This design comes from an exercise in tuning for small area and few clock cycles on the open sky130 flow, not from production work. Only simulation tests tie the RTL to the original design; equivalence was not proved. Power and IR drop assume default switching activity.

## cached_example_decoder
module cached_example_decoder
#(
    parameter int INDEX_BITS         = 32,
    parameter int LENGTH_FIELD_BYTES = 8
)
(
    input  logic        clk,
    input  logic        rst_n,
    input  logic        in_valid,
    output logic        in_ready,
    input  logic [7:0]  data_byte,
    input  logic        stream_end,
    output logic        out_valid,
    input  logic        out_ready,
    output logic [2:0]  kind,
    output logic [7:0]  namespace_id,
    output logic [31:0] feature_index,
    output logic [31:0] value_bits,
    output logic        last_of_example
);
Size in the first run: about 1,100 cells after synthesis, about 220 flip-flops, about 91 I/O pins.
clock: 9.0 ns
lec_check: 0
cap_margin: 20
core_margin: 2
core_utilization: 55
slew_margin: 20
standard.sh (not shown) runs the stock make flow with config.mk's settings and CLKGATE_MAP_FILE= SYNTH_SCRIPT=/design/flow/synth_recipe.tcl, a recipe that flattens the netlist after the stock synthesis.
==> flow/flow/run.sh <==
#!/bin/bash
# The standard layout (standard.sh: the standard flow's synthesis script and the ORFS flow), with three
# changes made through ORFS's own variables:
#  - synthesis maps the logic with an area-oriented ABC script (flow/abc_area.script, used in
#    place of ORFS's abc_speed.script in a copy of ORFS's scripts folder; nothing else in the
#    copy differs, and registers are mapped before ABC runs, so they are the standard ones);
#  - the port buffers that placement inserts are buf_1 cells instead of the default choice;
#  - clock tree synthesis builds from clkbuf_4 only, in clusters of at most 8 sinks within
#    50 um, and inserts no dummy loads.
# Each tool's full output is in the ORFS logs under orfs/logs/; make's output is in
# standard_flow.log in this folder.
set -euo pipefail
rm -rf scripts_abc
cp -r "$FLOW_HOME/scripts" scripts_abc
cp flow/abc_area.script scripts_abc/abc_speed.script
export SCRIPTS_DIR="$PWD/scripts_abc"
export BUFFER_PORTS_ARGS="-buffer_cell sky130_fd_sc_hd__buf_1"
export CTS_ARGS="-sink_clustering_enable -repair_clock_nets -dont_use_dummy_load -buf_list {sky130_fd_sc_hd__clkbuf_4} -sink_clustering_size 8 -sink_clustering_max_diameter 50"
bash standard.sh > standard_flow.log 2>&1
==> flow/flow/abc_area.script <==
&get -n
&st
&dch
&nf
&st
&syn2
&dch
&nf
&st
&dch
&nf
&put
topo
dnsize -c
The first run passed the timing, design-rule and antenna checks.
Testbench counts at the start, summed over its fixed seeds: cycles 28,388.
Edit:
--- a/flow/design.v
+++ b/flow/design.v
@@ -41,39 +41,38 @@
         PH_FVAL    = 4'd8
     } phase_t;
     phase_t      ph_q, ph_d;
     logic [3:0]  cnt_q, cnt_d;         
     logic [31:0] acc_q, acc_d;         
     logic [63:0] nsl_q, nsl_d;         
     logic [63:0] tls_q, tls_d;         
     logic [31:0] idx_q, idx_d;         
     logic [7:0]  ns_q, ns_d;           
     logic        nsclr_q, nsclr_d;     
     logic [1:0]  fl_q, fl_d;           
-    logic        act_q, act_d;
-    logic        nz_q, nz_d;           
+    logic        act_q, act_d;         
     logic        hb_q, hb_d;           
     logic        ov_q;
     logic [2:0]  ok_q, ok_d;
     logic        olast_q, olast_d;
     logic        oshow_q, oshow_d;
     logic        step;
     logic        safe;
     logic        rv;                   
     logic [6:0]  d7;
     logic        vdone;
     logic [3:0]  cnt_inc;
     logic [3:0]  cnt_sat;
     logic        hi_zero;              
     logic        tls_one, tls_le4, len_zero;
-    logic        nsl_zero, nsl_new_zero;
+    logic        nsl_hz, nsl_zero, nsl_new_zero;
     logic        nb;
     logic [7:0]  nsl_lo_dec, hb_dec;
     logic [63:0] tls_step;             
     logic [31:0] contrib;
     logic [31:0] idx_sum;
     logic [6:0]  seg_a, seg_b;
     logic [7:0]  seg_s;
     logic        seg_co, run;
     logic [4:0]  seg_ci, seg_one;
     logic [1:0]  fl_cur;
     logic        example_done, overrun, end_ns, err, ns_new;
@@ -104,24 +103,25 @@
             hb_d           = hb_q && (tls_q[15:8] == 8'd0);
             if (tls_q[7:0] == 8'd249)
                 act_d = 1'b0;
         end
         else if (tls_q[7:0] == 8'd0)
         begin
             act_d = 1'b1;
             hb_d  = 1'b1;
         end
         nb           = (cnt_q[2:0] == 3'd0) || fl_q[0];
         nsl_lo_dec   = nsl_q[7:0] - {7'd0, nb};
-        nsl_zero     = !nz_q;
-        nsl_new_zero = !nz_q && (nsl_lo_dec == 8'd0);
+        nsl_hz       = (nsl_q[63:8] == 56'd0);
+        nsl_zero     = nsl_hz && (nsl_q[7:0] == 8'd0);
+        nsl_new_zero = nsl_hz && (nsl_lo_dec == 8'd0);
         contrib = '0;
         for (int i = 0; i < 32; i++)
             if (int'(cnt_q) == (i + 2) / 7)
                 contrib[i] = d7[(i + 2) % 7];
         seg_a = '0;
         seg_b = '0;
         case (cnt_q)
             4'd0:    begin seg_a[4:0] = idx_q[4:0];   seg_b[4:0] = d7[6:2]; end
             4'd1:    begin seg_a      = idx_q[11:5];  seg_b      = d7;      end
             4'd2:    begin seg_a      = idx_q[18:12]; seg_b      = d7;      end
             4'd3:    begin seg_a      = idx_q[25:19]; seg_b      = d7;      end
@@ -154,23 +154,22 @@
         end
         fl_cur  = (cnt_q == 4'd0) ? data_byte[1:0] : fl_q;
         ph_d    = ph_q;
         cnt_d   = cnt_q;
         acc_d   = acc_q;
         nsl_d   = nsl_q;
         tls_d   = tls_q;
         idx_d   = idx_q;
         ns_d    = ns_q;
         nsclr_d = nsclr_q;
         fl_d    = fl_q;
-        nz_d    = nz_q;
         rv           = 1'b0;
         ok_d         = cedec_pkg::KIND_LABEL;
         olast_d      = 1'b0;
         oshow_d      = 1'b0;
         example_done = 1'b0;
         overrun      = 1'b0;
         end_ns       = 1'b0;
         ns_new       = 1'b0;
         case (ph_q)
             PH_LABEL, PH_WEIGHT:
             begin
@@ -185,24 +184,22 @@
                     cnt_d = '0;
                     ph_d  = (ph_q == PH_LABEL) ? PH_WEIGHT : PH_NSCOUNT;
                 end
             end
             PH_NSCOUNT:
             begin
                 for (int i = 0; i < 64; i++)
                     if (int'(cnt_q) == i / 7)
                         nsl_d[i] = d7[i % 7];
                     else if (cnt_q == 4'd0)
                         nsl_d[i] = 1'b0;
-                nz_d = ((cnt_q != 4'd0) && nz_q) ||
-                       ((cnt_q < 4'd9) && (d7 != 7'd0)) || ((cnt_q == 4'd9) && d7[0]);
                 cnt_d = cnt_sat;
                 if (vdone)
                 begin
                     cnt_d = '0;
                     ph_d  = PH_TAGLEN;
                 end
             end
             PH_TAGLEN:
             begin
                 for (int i = 0; i < 64; i++)
                     if (int'(cnt_q) == i / 7)
@@ -251,23 +248,22 @@
                     nsclr_d = 1'b0;
                     ns_new  = 1'b1;
                     cnt_d   = '0;
                     ph_d    = PH_NSLEN;
                 end
             end
             PH_NSLEN:
             begin
                 tls_d    = {data_byte, tls_q[63:8]};
                 act_d    = 1'b0;
                 nsl_d    = {nsl_lo_dec, nsl_q[63:8]};
-                nz_d     = ((cnt_q[2:0] != 3'd0) && nz_q) || (nsl_lo_dec != 8'd0);
                 fl_d[0]  = nb && (nsl_q[7:0] == 8'd0);
                 cnt_d    = cnt_inc;
                 if (cnt_q[2:0] == 3'd7)
                 begin
                     idx_d   = '0;
                     acc_d   = '0;
                     cnt_d   = '0;
                     rv      = 1'b1;
                     ok_d    = cedec_pkg::KIND_NS_HEADER;
                     oshow_d = 1'b1;
                     olast_d = len_zero && nsl_new_zero;
@@ -373,23 +369,22 @@
     end
     always_ff @(posedge clk)
     begin
         if (step)
         begin
             acc_q <= acc_d;
             nsl_q <= nsl_d;
             tls_q <= tls_d;
             idx_q <= idx_d;
             ns_q  <= ns_d;
             fl_q  <= fl_d;
-            nz_q  <= nz_d;
             act_q <= act_d;
             hb_q  <= hb_d;
         end
         if (step && rv)
         begin
             ok_q    <= ok_d;
             olast_q <= olast_d;
             oshow_q <= oshow_d;
         end
     end
     assign out_valid       = ov_q;
Final cell count grows by 0.60%.
Routed wire length came out higher by 3.9%.
Worst setup slack improved by 190 ps.
Sequential power came out lower by about 6%.
Die area came out higher by 0.43%.
Flip-flop and latch count drops by 1.
Total power decreases by 13%.
Clock-buffer cell count is unchanged.
Testbench counts after the change, summed over its fixed seeds: cycles 28,388.

[what the ideal ports hide]
No port has a modelled driver above. Below, the same layouts with a new extraction and two added sets of constraints. Step 1: set_driving_cell puts a clkbuf_16 on clk and a buf_2 on each other input, an assumption about the parent block. Step 2, shift: input delay + t, output delay - t, t = (earliest + latest rising clock arrival at the registers) / 2. This alone moves slack from input paths to output paths. Slacks: ideal ports / drivers / drivers and shift; pairs: ideal ports / drivers.
| run | t, ns | setup WS [ns] | hold WS [ns] | worst register clock-pin slew, ns |
|---|---|---|---|---|
| the first run | 0.651 | 3.149 / 3.149 / 2.943 | 0.467 / 0.467 / 0.467 | 0.10 / 0.10 |
| the second run | 0.656 | 3.341 / 3.341 / 3.038 | 0.485 / 0.485 / 0.485 | 0.10 / 0.10 |
After both steps setup and hold are still met in every run listed. The setup slack of the second run, which loses most, moves by 0.000 ns with the drivers and by -0.303 ns with both steps.
